Context: an optimization exercise on an open-source flow, tuned for small area. The choices shown serve that exercise and are no tape-out recipe.
Only simulation tests tie the RTL to the original design; equivalence was not proved.
The flow treats the clock pin as an ideal source. Dropping or thinning the clock tree relies on that and would not hold on a real chip.
Power is estimated from default activity; no workload was simulated.

==> 11-22 <==
==> flow/design.v <==
`default_nettype none
package boardPkg;
    localparam int BoardSize = 16;
    localparam int BoxSize = 10;
    localparam int BoxCount = BoardSize * BoardSize;
    localparam int PosWidth = 4;
    localparam int PixelWidth = 9;
    localparam int ColourWidth = 3;
    localparam logic [ColourWidth-1:0] ColourNone = 3'b000;
    localparam logic [ColourWidth-1:0] ColourRed = 3'b100;
    localparam logic [ColourWidth-1:0] ColourBlue = 3'b001;
    typedef union packed {
        logic [2*PosWidth-1:0] index;
        struct packed {
            logic [PosWidth-1:0] row;
            logic [PosWidth-1:0] column;
        } field;
    } boxAddress_t;
endpackage
`default_nettype wire
`default_nettype none
`timescale 1ns/100ps
module boardRenderer #(
    parameter int PixelCredits = 4
) (
    input  logic                                 clock,
    input  logic                                 reset,
    input  logic [boardPkg::PosWidth-1:0]        redX,
    input  logic [boardPkg::PosWidth-1:0]        redY,
    input  logic [boardPkg::PosWidth-1:0]        blueX,
    input  logic [boardPkg::PosWidth-1:0]        blueY,
    input  logic                                 pixelCredit,
    output logic                                 pixelValid,
    output logic [boardPkg::PixelWidth-1:0]      pixelX,
    output logic [boardPkg::PixelWidth-1:0]      pixelY,
    output logic [boardPkg::ColourWidth-1:0]     pixelColour,
    output logic                                 endOfFrame
);
    localparam int CreditWidth = $clog2(PixelCredits + 1);
    logic hold;
    logic [CreditWidth-1:0] owed;
    logic [3:0] boxColumn;
    logic [3:0] boxRow;
    logic [3:0] innerColumn;
    logic [3:0] innerRow;
    logic [3:0] rX, rY, bX, bY;
    logic emit;
    logic lastColumn;
    logic lastRow;
    logic redHere;
    logic blueHere;
    assign emit = !hold && (owed != CreditWidth'(PixelCredits));
    assign lastColumn = innerColumn[3] && innerColumn[0];
    assign lastRow = innerRow[3] && innerRow[0];
    always_ff @(posedge clock) begin
        if (reset) begin
            hold <= 1'b1;
        end else begin
            hold <= endOfFrame;
        end
    end
    always_ff @(posedge clock) begin
        if (reset) begin
            owed <= '0;
        end else begin
            owed <= owed + CreditWidth'(emit) - CreditWidth'(pixelCredit);
        end
    end
    always_ff @(posedge clock) begin
        if (reset) begin
            innerColumn <= '0;
            innerRow <= '0;
            boxColumn <= '0;
            boxRow <= '0;
        end else if (emit) begin
            if (lastColumn) begin
                innerColumn <= '0;
                if (lastRow) begin
                    innerRow <= '0;
                    boxColumn <= boxColumn + 1'b1;
                    if (&boxColumn) begin
                        boxRow <= boxRow + 1'b1;
                    end
                end else begin
                    innerRow <= innerRow + 1'b1;
                end
            end else begin
                innerColumn <= innerColumn + 1'b1;
            end
        end
    end
    always_ff @(posedge clock) begin
        if (hold) begin
            rX <= redX;
            rY <= redY;
            bX <= blueX;
            bY <= blueY;
        end
    end
    assign redHere = (boxColumn == rX) && (boxRow == rY);
    assign blueHere = (boxColumn == bX) && (boxRow == bY);
    assign pixelValid = emit;
    assign pixelX = {boxColumn, 3'b000} + {boxColumn, 1'b0} + {5'b0, innerColumn};
    assign pixelY = {boxRow, 3'b000} + {boxRow, 1'b0} + {5'b0, innerRow};
    assign pixelColour = {redHere && !blueHere, 1'b0, blueHere && !redHere};
    assign endOfFrame = emit && lastColumn && lastRow && (&boxColumn) && (&boxRow);
endmodule
`default_nettype wire
==> flow/flow/run.sh <==
#!/bin/bash
# Standard synthesis, then an area-driven re-mapping of its combinational logic (registers kept as
# they are), then the standard layout with single-strength port buffers and a clock tree of one
# buffer. Each tool's output goes to a log of its own in this folder.
set -euo pipefail
W=$PWD
RES=$W/orfs/results/$FLOW_PLATFORM/boardRenderer/base
YOSYS=$(command -v yosys || true)
[[ -n "$YOSYS" ]] || YOSYS=$FLOW_HOME/../tools/install/yosys/bin/yosys
KNOBS=('BUFFER_PORTS_ARGS=-buffer_cell sky130_fd_sc_hd__buf_1')
CLKBUF=${CLKBUF:-sky130_fd_sc_hd__clkbuf_8}

bash standard.sh synth > $W/synth.log 2>&1

cp $RES/1_2_yosys.v $W/1_2_yosys.standard.v
IN=$W/1_2_yosys.standard.v OUT=$W/1_2_yosys.remapped.v SCRIPT=$W/flow/remap.abc \
  $YOSYS -c $W/flow/remap.tcl > $W/remap.log 2>&1
cp $W/1_2_yosys.remapped.v $RES/1_2_yosys.v
rm -f $RES/1_synth.odb $RES/1_synth.sdc

bash standard.sh "${KNOBS[@]}" place > $W/place.log 2>&1
bash standard.sh "${KNOBS[@]}" run RUN_SCRIPT=$W/flow/cts_one.tcl RUN_LOG_NAME_STEM=4_1_cts \
  ONE_CLOCK_BUFFER=$CLKBUF CLOCK_PORT_NAME=clock > $W/cts.log 2>&1
bash standard.sh "${KNOBS[@]}" finish > $W/layout.log 2>&1
==> flow/flow/cts_one.tcl <==
# Clock tree of one buffer: the clock port drives a single clock buffer placed at the centre of
# the registers, which drives every register's clock pin. Then the same repair and legalisation
# as ORFS's cts.tcl.
utl::set_metrics_stage "cts__{}"
source $::env(SCRIPTS_DIR)/load.tcl
erase_non_stage_variables cts
load_design 3_place.odb 3_place.sdc

set_dont_use $::env(DONT_USE_CELLS)

set block [ord::get_db_block]
set clk_net [$block findNet $::env(CLOCK_PORT_NAME)]
set sx 0
set sy 0
set n 0
foreach iterm [$clk_net getITerms] {
  set box [[$iterm getInst] getBBox]
  set sx [expr { $sx + ([$box xMin] + [$box xMax]) / 2 }]
  set sy [expr { $sy + ([$box yMin] + [$box yMax]) / 2 }]
  incr n
}
set dbu [$block getDbUnitsPerMicron]
set cx [expr { double($sx) / $n / $dbu }]
set cy [expr { double($sy) / $n / $dbu }]
puts "clock sinks: $n, centre ($cx, $cy)"
insert_buffer -buffer_cell $::env(ONE_CLOCK_BUFFER) -net $::env(CLOCK_PORT_NAME) \
  -location [list $cx $cy] -buffer_name clkbuf_root -net_name clknet_root
set root_iterms [$clk_net getITerms]
if { [llength $root_iterms] != 1 } {
  error "the clock port still drives [llength $root_iterms] cell pins"
}
set root [[lindex $root_iterms 0] getInst]
foreach iterm [$root getITerms] {
  set net [$iterm getNet]
  if { $net ne "NULL" && [$iterm isOutputSignal] } {
    $net setSigType CLOCK
    puts "clock buffer [$root getName] drives [llength [$net getITerms]] pins"
  }
}
$clk_net setSigType CLOCK

set_propagated_clock [all_clocks]
log_cmd estimate_parasitics -placement

set_placement_padding -global \
  -left $::env(CELL_PAD_IN_SITES_DETAIL_PLACEMENT) \
  -right $::env(CELL_PAD_IN_SITES_DETAIL_PLACEMENT)
detailed_placement
log_cmd estimate_parasitics -placement

repair_timing_helper
detailed_placement
check_placement -verbose

report_clock_min_period
report_check_types -max_slew -max_capacitance -violators
report_tns
report_worst_slack -min

orfs_write_db $::env(RESULTS_DIR)/4_1_cts.odb
orfs_write_sdc $::env(RESULTS_DIR)/4_cts.sdc
==> flow/flow/remap.abc <==
strash
&get -n
&deepsyn -T 20
&put
strash
dch -f
amap -F 20 -A 40
topo
==> flow/flow/remap.tcl <==
# Re-map the combinational cells of the standard synthesis for area; every register keeps its
# instance name and cell.
yosys -import
set lib $::env(FLOW_HOME)/platforms/sky130hd/lib/sky130_fd_sc_hd__tt_025C_1v80.lib
read_liberty -ignore_miss_func $lib
foreach m [list dfxtp_1 dfxtp_2 dfxtp_4 edfxtp_1 edfxbp_1 dfrtp_1 dfrtp_2 dfrtp_4 dfstp_1 dfstp_2 dfstp_4 dfxbp_1 dfxbp_2 dfbbp_1 dfrbp_1 dfrbp_2 dfsbp_1 dfsbp_2 dfbbn_1 dfbbn_2 dfrtn_1 sdfxtp_1 conb_1] {
  catch { setattr -mod -set blackbox 1 sky130_fd_sc_hd__$m }
}
read_verilog $::env(IN)
hierarchy -top boardRenderer
flatten
opt_clean -purge
set du {}
foreach c {probe_p_8 probec_p_8 lpflow_bleeder_1 lpflow_clkbufkapwr_1 lpflow_clkbufkapwr_16 lpflow_clkbufkapwr_2 lpflow_clkbufkapwr_4 lpflow_clkbufkapwr_8 lpflow_clkinvkapwr_1 lpflow_clkinvkapwr_16 lpflow_clkinvkapwr_2 lpflow_clkinvkapwr_4 lpflow_clkinvkapwr_8 lpflow_inputiso0n_1 lpflow_inputiso0p_1 lpflow_inputiso1n_1 lpflow_inputiso1p_1 lpflow_inputisolatch_1 lpflow_isobufsrc_1 lpflow_isobufsrc_16 lpflow_isobufsrc_2 lpflow_isobufsrc_4 lpflow_isobufsrc_8 lpflow_isobufsrckapwr_16 lpflow_lsbuf_lh_isowell_4 lpflow_lsbuf_lh_hl_isowell_tap_1 lpflow_lsbuf_lh_hl_isowell_tap_2 lpflow_lsbuf_lh_hl_isowell_tap_4 lpflow_lsbuf_lh_isowell_tap_1 lpflow_lsbuf_lh_isowell_tap_2 lpflow_lsbuf_lh_isowell_tap_4} {
  lappend du -dont_use sky130_fd_sc_hd__$c
}
abc -liberty $lib {*}$du -script $::env(SCRIPT)
opt_clean -purge
hilomap -singleton -hicell sky130_fd_sc_hd__conb_1 HI -locell sky130_fd_sc_hd__conb_1 LO
splitnets
opt_clean -purge
stat -liberty $lib
write_verilog -noattr -nohex -nodec $::env(OUT)
==> flow/standard.sh <==
#!/bin/bash
# synth_recipe.tcl (not shown) runs the flow's synth.tcl, then flattens the netlist and writes it again
# the make line also repeats each setting of config.mk as NAME=value (left out here)
make -C /OpenROAD-flow-scripts/flow DESIGN_CONFIG=/design/flow/config.mk WORK_HOME=/design/flow/orfs CLKGATE_MAP_FILE= SYNTH_SCRIPT=/design/flow/synth_recipe.tcl "${@:-finish}"
==> flow/config.mk <==
export PLATFORM = sky130hd
export DESIGN_NAME = boardRenderer
export DESIGN_NICKNAME = boardRenderer
export VERILOG_FILES = /design/flow/design.v
export SDC_FILE = /design/flow/constraint.sdc
export NUM_CORES = 4
export LEC_CHECK = 0
export CAP_MARGIN = 20
export CORE_MARGIN = 2
export CORE_UTILIZATION = 40
export SLEW_MARGIN = 20
==> flow/constraint.sdc <==
create_clock -name core_clock -period 5.0 [get_ports {clock}]
set_input_delay 1.0000 -clock core_clock [delete_from_list [all_inputs] [get_ports {clock}]]
set_output_delay 1.0000 -clock core_clock [all_outputs]
set_load 0.01 [all_outputs]
==> 08-02 (differences from 11-22) <==
==> flow/flow/run.sh (replaced) <==
#!/bin/bash
# Standard synthesis, then an area-driven re-mapping of its combinational logic (registers kept as
# they are), then the standard layout with single-strength port buffers.
set -euo pipefail
W=$PWD
RES=$W/orfs/results/$FLOW_PLATFORM/boardRenderer/base
YOSYS=$(command -v yosys || true)
[[ -n "$YOSYS" ]] || YOSYS=$FLOW_HOME/../tools/install/yosys/bin/yosys

bash standard.sh synth > $W/synth.log 2>&1

cp $RES/1_2_yosys.v $W/1_2_yosys.standard.v
IN=$W/1_2_yosys.standard.v OUT=$W/1_2_yosys.remapped.v SCRIPT=$W/flow/remap.abc \
  $YOSYS -c $W/flow/remap.tcl > $W/remap.log 2>&1
cp $W/1_2_yosys.remapped.v $RES/1_2_yosys.v
rm -f $RES/1_synth.odb $RES/1_synth.sdc

bash standard.sh 'BUFFER_PORTS_ARGS=-buffer_cell sky130_fd_sc_hd__buf_1' finish > $W/layout.log 2>&1
--- a/flow/config.mk
+++ b/flow/config.mk
@@ -9,3 +9,5 @@
 export CORE_MARGIN = 2
 export CORE_UTILIZATION = 40
+export CTS_BUF_LIST = sky130_fd_sc_hd__clkbuf_2 sky130_fd_sc_hd__clkbuf_4
+export CTS_CLUSTER_SIZE = 40
 export SLEW_MARGIN = 20
removed: flow/flow/cts_one.tcl
==> 11-26 (differences from 11-22) <==
--- a/flow/flow/run.sh
+++ b/flow/flow/run.sh
@@ -8,6 +8,8 @@
 YOSYS=$(command -v yosys || true)
 [[ -n "$YOSYS" ]] || YOSYS=$FLOW_HOME/../tools/install/yosys/bin/yosys
+FLOW_CLOCK=clock
 KNOBS=('BUFFER_PORTS_ARGS=-buffer_cell sky130_fd_sc_hd__buf_1')
 CLKBUF=${CLKBUF:-sky130_fd_sc_hd__clkbuf_8}
+CLKGROUPS=${CLKGROUPS:-2}
 
 bash standard.sh synth > $W/synth.log 2>&1
@@ -21,4 +23,4 @@
 bash standard.sh "${KNOBS[@]}" place > $W/place.log 2>&1
 bash standard.sh "${KNOBS[@]}" run RUN_SCRIPT=$W/flow/cts_one.tcl RUN_LOG_NAME_STEM=4_1_cts \
-  ONE_CLOCK_BUFFER=$CLKBUF CLOCK_PORT_NAME=clock > $W/cts.log 2>&1
+  ONE_CLOCK_BUFFER=$CLKBUF CLOCK_GROUPS=$CLKGROUPS CLOCK_PORT_NAME=$FLOW_CLOCK > $W/cts.log 2>&1
 bash standard.sh "${KNOBS[@]}" finish > $W/layout.log 2>&1
==> flow/flow/cts_one.tcl (replaced) <==
# A flat clock tree: the clock port drives CLOCK_GROUPS clock buffers, each placed at the centre
# of its share of the registers (split by x position) and driving their clock pins. Then the same
# repair and legalisation as ORFS's cts.tcl.
utl::set_metrics_stage "cts__{}"
source $::env(SCRIPTS_DIR)/load.tcl
erase_non_stage_variables cts
load_design 3_place.odb 3_place.sdc

set_dont_use $::env(DONT_USE_CELLS)

set block [ord::get_db_block]
set dbu [$block getDbUnitsPerMicron]
set port $::env(CLOCK_PORT_NAME)
set groups $::env(CLOCK_GROUPS)

set sinks {}
foreach iterm [[$block findNet $port] getITerms] {
  set box [[$iterm getInst] getBBox]
  set x [expr { ([$box xMin] + [$box xMax]) / 2.0 / $dbu }]
  set y [expr { ([$box yMin] + [$box yMax]) / 2.0 / $dbu }]
  lappend sinks [list $x $y "[[$iterm getInst] getName]/[[$iterm getMTerm] getName]"]
}
set sinks [lsort -real -index 0 $sinks]
set n [llength $sinks]
puts "clock sinks: $n in $groups groups"
for { set g 0 } { $g < $groups } { incr g } {
  set lo [expr { $g * $n / $groups }]
  set hi [expr { ($g + 1) * $n / $groups - 1 }]
  set sx 0.0
  set sy 0.0
  set pins {}
  foreach s [lrange $sinks $lo $hi] {
    set sx [expr { $sx + [lindex $s 0] }]
    set sy [expr { $sy + [lindex $s 1] }]
    lappend pins [get_pins [lindex $s 2]]
  }
  set k [llength $pins]
  insert_buffer -buffer_cell $::env(ONE_CLOCK_BUFFER) -net $port -load_pins $pins \
    -location [list [expr { $sx / $k }] [expr { $sy / $k }]] \
    -buffer_name clkbuf_root_$g -net_name clknet_root_$g
}

set clk_net [$block findNet $port]
set root_iterms [$clk_net getITerms]
if { [llength $root_iterms] != $groups } {
  error "the clock port drives [llength $root_iterms] cell pins"
}
foreach root_iterm $root_iterms {
  set root [$root_iterm getInst]
  foreach iterm [$root getITerms] {
    set net [$iterm getNet]
    if { $net ne "NULL" && [$iterm isOutputSignal] } {
      $net setSigType CLOCK
      puts "clock buffer [$root getName] drives [llength [$net getITerms]] pins"
    }
  }
}
$clk_net setSigType CLOCK

set_propagated_clock [all_clocks]
log_cmd estimate_parasitics -placement

set_placement_padding -global \
  -left $::env(CELL_PAD_IN_SITES_DETAIL_PLACEMENT) \
  -right $::env(CELL_PAD_IN_SITES_DETAIL_PLACEMENT)
detailed_placement
log_cmd estimate_parasitics -placement

repair_timing_helper
detailed_placement
check_placement -verbose

report_clock_min_period
report_check_types -max_slew -max_capacitance -violators
report_tns
report_worst_slack -min

orfs_write_db $::env(RESULTS_DIR)/4_1_cts.odb
orfs_write_sdc $::env(RESULTS_DIR)/4_cts.sdc
==> notes <==
11-26 finished clean. 11-22 never finished: it broke off in 4_1_cts. 08-02 ran to the end with no violations. Against 11-26, the routed wire length of 08-02 is larger by 2.1%. Against 08-02, the register-to-register slack of 11-26 is lower by 30 ps. Combinational power is about the same in 08-02 and 11-26. Cell count: 11-26 is lower than 08-02 (about 2%). Critical path depth is the same in 08-02 and 11-26. Against 08-02, the clock power of 11-26 is lower by about 30%.
==> figures <==
Outcome: 08-02 no timing/DRC/antenna violations; 11-26 no timing/DRC/antenna violations; 11-22 did not finish
Failing step: 08-02 -; 11-26 -; 11-22 4_1_cts
Die footprint: 08-02 4710 um^2; 11-26 4710 um^2; 11-22 -
Arrival time at the worst endpoint: 08-02 3140 ps; 11-26 3000 ps; 11-22 -
DRT iter0 DRCs: 08-02 55; 11-26 47; 11-22 -
Leakage power of the design: 08-02 0.000631 uW; 11-26 0.000611 uW; 11-22 -
Maximum number of pins on one net before global-route repair: 08-02 18; 11-26 19; 11-22 -
Sequential cell count: 08-02 36; 11-26 36; 11-22 -
Global-route track usage on met2: 08-02 25.4%; 11-26 25.5%; 11-22 -
Highest achievable clock rate: 08-02 242 MHz; 11-26 250 MHz; 11-22 -
Number of stages on the worst hold path: 08-02 2; 11-26 2; 11-22 -
Share of the final layout cell area in multi-input gates: 08-02 37.8%; 11-26 38.4%; 11-22 -
Sequential cell fraction of total power: 08-02 62.6%; 11-26 68.8%; 11-22 -
Critical path type: 08-02 register to primary output; 11-26 register to primary output; 11-22 -
The clock cells of 11-26 come from the design's own scripts or RTL, not from TritonCTS.

-- separate check: timing with driven ports --
The results above use ideal ports. As a check the final layouts listed here were re-extracted and re-timed, cells and wires unchanged. Step 1: set_driving_cell puts a clkbuf_16 on clock and a buf_2 on each other input, an assumption about the parent block. Step 2, shift: input delay + t, output delay - t, t = (earliest + latest rising clock arrival at the registers) / 2. This alone moves slack from input paths to output paths. Three values: ideal, step 1, step 2; two values: the first two.
run	shift t [ns]	slack for setup (ns)	hold slack, ns	latest minus earliest clock arrival (ns)	cell pins on the clock port's net
08-02	0.349	0.865 / 0.842 / 1.191	0.476 / 0.476 / 0.476	0.008 / 0.008	1
11-26	0.193	1.002 / 0.968 / 1.161	0.476 / 0.475 / 0.475	0.008 / 0.008	2
After both steps setup and hold are still met in every run listed.
